Source: an optimization exercise on an open RTL-to-GDS flow (aim: small area). Production flows keep margins and buffers that such runs may drop. In this exercise RTL edits were held to simulation tests only and were not proved equivalent to the original. The clock port is modelled as an ideal driver, which makes a skipped or thinned clock tree look cheaper than it is; a real chip needs a root buffer or a tree. No activity file was given, so power comes from the tool's default toggle rates.

## motor_drive_level_regulator
module motor_drive_level_regulator #(
  parameter int PWM_MID = 0,
  parameter int PWM_MAX = 1000
) (
  input  logic        clk,
  input  logic        rst_n,
  input  logic        in_tvalid,
  output logic        in_tready,
  input  logic [63:0] in_tdata,
  output logic        out_tvalid,
  input  logic        out_tready,
  output logic [23:0] out_tdata,
  input  logic        cfg_valid,
  output logic        cfg_ready,
  input  logic [2:0]  cfg_index,
  input  logic [13:0] cfg_data
);
  logic [1:0]  mode_r;
  logic [11:0] lim_n;
  logic        bbc_r;
  logic        coast_r;
  logic        wen_r;
  logic [13:0] wspd_n;
  logic [12:0] wcur_n;
  logic [5:0]  wmax_n;
  logic        s1_valid_r;
  logic        out_valid_r;
  logic        s1_adv;
  logic        take;
  logic [9:0]  drive_r;
  logic [5:0]  adv_r;
  logic [8:0]  hall_r;
  logic [9:0]  pend_r, pend_nxt;
  logic        lim_on;
  logic        abs_cfg;
  logic [9:0]  d;
  logic [5:0]  a;
  function automatic logic ult(input logic [13:0] x, input logic [13:0] y);
    logic c;
    c = 1'b0;
    for (int i = 0; i < 14; i++) c = (!x[i] && y[i]) || ((!x[i] || y[i]) && c);
    ult = c;
  endfunction
  function automatic logic ugt(input logic [13:0] x, input logic [13:0] y, input logic ci);
    logic c;
    c = ci;
    for (int i = 0; i < 14; i++) c = (x[i] && !y[i]) || ((x[i] || !y[i]) && c);
    ugt = c;
  endfunction
  function automatic logic [13:0] add13(input logic [12:0] x, input logic [12:0] y,
                                        input logic ci);
    logic c;
    c = ci;
    for (int i = 0; i < 13; i++) begin
      add13[i] = x[i] ^ y[i] ^ c;
      c = (x[i] && y[i]) || (x[i] && c) || (y[i] && c);
    end
    add13[13] = c;
  endfunction
  ...
Size in the first run: ~110 I/O pins.
==> flow/config.mk <==
export PLATFORM = sky130hd
export DESIGN_NAME = motor_drive_level_regulator
export DESIGN_NICKNAME = motor_drive_level_regulator
export VERILOG_FILES = /design/flow/design.v
export SDC_FILE = /design/flow/constraint.sdc
export NUM_CORES = 4
export LEC_CHECK = 0
export ABC_AREA = 1
export CAP_MARGIN = 20
export CORE_MARGIN = 2
export CORE_UTILIZATION = 65
export SLEW_MARGIN = 20
==> flow/constraint.sdc <==
create_clock -name core_clock -period 12.0 [get_ports {clk}]
set_input_delay 2.4000 -clock core_clock [delete_from_list [all_inputs] [get_ports {clk}]]
set_output_delay 2.4000 -clock core_clock [all_outputs]
set_load 0.01 [all_outputs]
standard.sh (not shown) runs the stock make flow with config.mk's settings and CLKGATE_MAP_FILE= SYNTH_SCRIPT=/design/flow/synth_recipe.tcl, a recipe that flattens the netlist after the stock synthesis.
==> flow/flow/run.sh <==
#!/bin/bash
# Own layout flow: the standard synthesis, then the combinational logic re-mapped with a
# stronger ABC area script (registers kept as they are), then the standard layout with
# the smallest buffer on the ports. Each tool's output goes to a log file of its own here.
set -euo pipefail
W=$PWD
R=$W/orfs/results/$FLOW_PLATFORM/motor_drive_level_regulator/base
YOSYS=$FLOW_HOME/../tools/install/yosys/bin/yosys
LIB=$FLOW_HOME/platforms/$FLOW_PLATFORM/lib/sky130_fd_sc_hd__tt_025C_1v80.lib

bash standard.sh synth > $W/flow_synth.log 2>&1
cp $R/1_2_yosys.v $W/std_netlist.v

sed -e "s#@LIB@#$LIB#g" -e "s#@IN@#$W/std_netlist.v#g" -e "s#@OUT@#$W/reabc_netlist.v#g" \
    -e "s#@ABC@#$W/flow/area.abc#g" -e "s#@STAT@#$W/reabc_stat.txt#g" \
    $W/flow/reabc.ys > $W/reabc_run.ys
$YOSYS -s $W/reabc_run.ys > $W/flow_reabc.log 2>&1

sed -e "s#@LIB@#$LIB#g" -e "s#@STD@#$W/std_netlist.v#g" -e "s#@NEW@#$W/reabc_netlist.v#g" \
    $W/flow/equiv.ys > $W/equiv_run.ys
# keep the standard netlist unless the re-mapped one is proven equal to it
if $YOSYS -s $W/equiv_run.ys > $W/flow_equiv.log 2>&1; then
  cp $W/reabc_netlist.v $R/1_2_yosys.v
else
  echo "re-mapped netlist not proven equal; keeping the standard one" >> $W/flow_equiv.log
fi
rm -f $R/1_synth.odb $R/1_synth.sdc
export BUFFER_PORTS_ARGS="-buffer_cell sky130_fd_sc_hd__buf_1"
# one tie cell for all the constant outputs
export SKIP_REPAIR_TIE_FANOUT=1
# hand-built clock tree, see flow/pre_cts.tcl
sed -e "s#@DIR@#$W/flow#g" $W/flow/pre_cts.tcl > $W/pre_cts_run.tcl
export PRE_CTS_TCL=$W/pre_cts_run.tcl
bash standard.sh > $W/flow_layout.log 2>&1
Other scripts of this flow, unchanged in this note and not shown: flow/flow/area.abc, flow/flow/equiv.ys, flow/flow/mktree.tcl, flow/flow/pre_cts.tcl, flow/flow/reabc.ys
The baseline completed without violations.
Then changed:
--- a/flow/config.mk
+++ b/flow/config.mk
@@ -10,3 +10,3 @@
 export CORE_MARGIN = 2
-export CORE_UTILIZATION = 65
+export CORE_UTILIZATION = 40
 export SLEW_MARGIN = 20
The new run ran to the end with no violations.
First-iteration DRC count shrinks by well over a third.
Global-route usage fell by 12 points.
Sequential power is about the same.
No run of this note takes its clock network from TritonCTS; it comes from the design's own scripts or RTL.

separate check: timing with driven ports:
The results above use ideal ports. As a check the final layouts listed here were re-extracted and re-timed, cells and wires unchanged.
Step 1 (the two cells are an assumption about what drives the block):
set clk [get_ports {clk}]
set_driving_cell -lib_cell sky130_fd_sc_hd__clkbuf_16 $clk
set_driving_cell -lib_cell sky130_fd_sc_hd__buf_2 [delete_from_list [all_inputs] $clk]
Step 2 adds t to the input delays and takes it off the output delays; t is the mean of the earliest and latest rising clock arrival at the registers after step 1. Input paths then give back, and output paths get back, about the clock's delay inside the block.
Three values: no drivers, after step 1, after step 2; two values: the first two.
run | t (ns) | setup WS [ns] | hold WS [ns] | pins driven straight from the clock port
the first run | 0.431 | 5.104 / 5.104 / 4.821 | 0.476 / 0.476 / 0.476 | 1
the second run | 0.450 | 5.078 / 5.078 / 4.919 | 0.474 / 0.474 / 0.474 | 1
After both steps setup and hold are still met in every run listed. For the first run, which loses most, drivers alone change the setup slack by 0.000 ns; drivers and shift together by -0.283 ns.
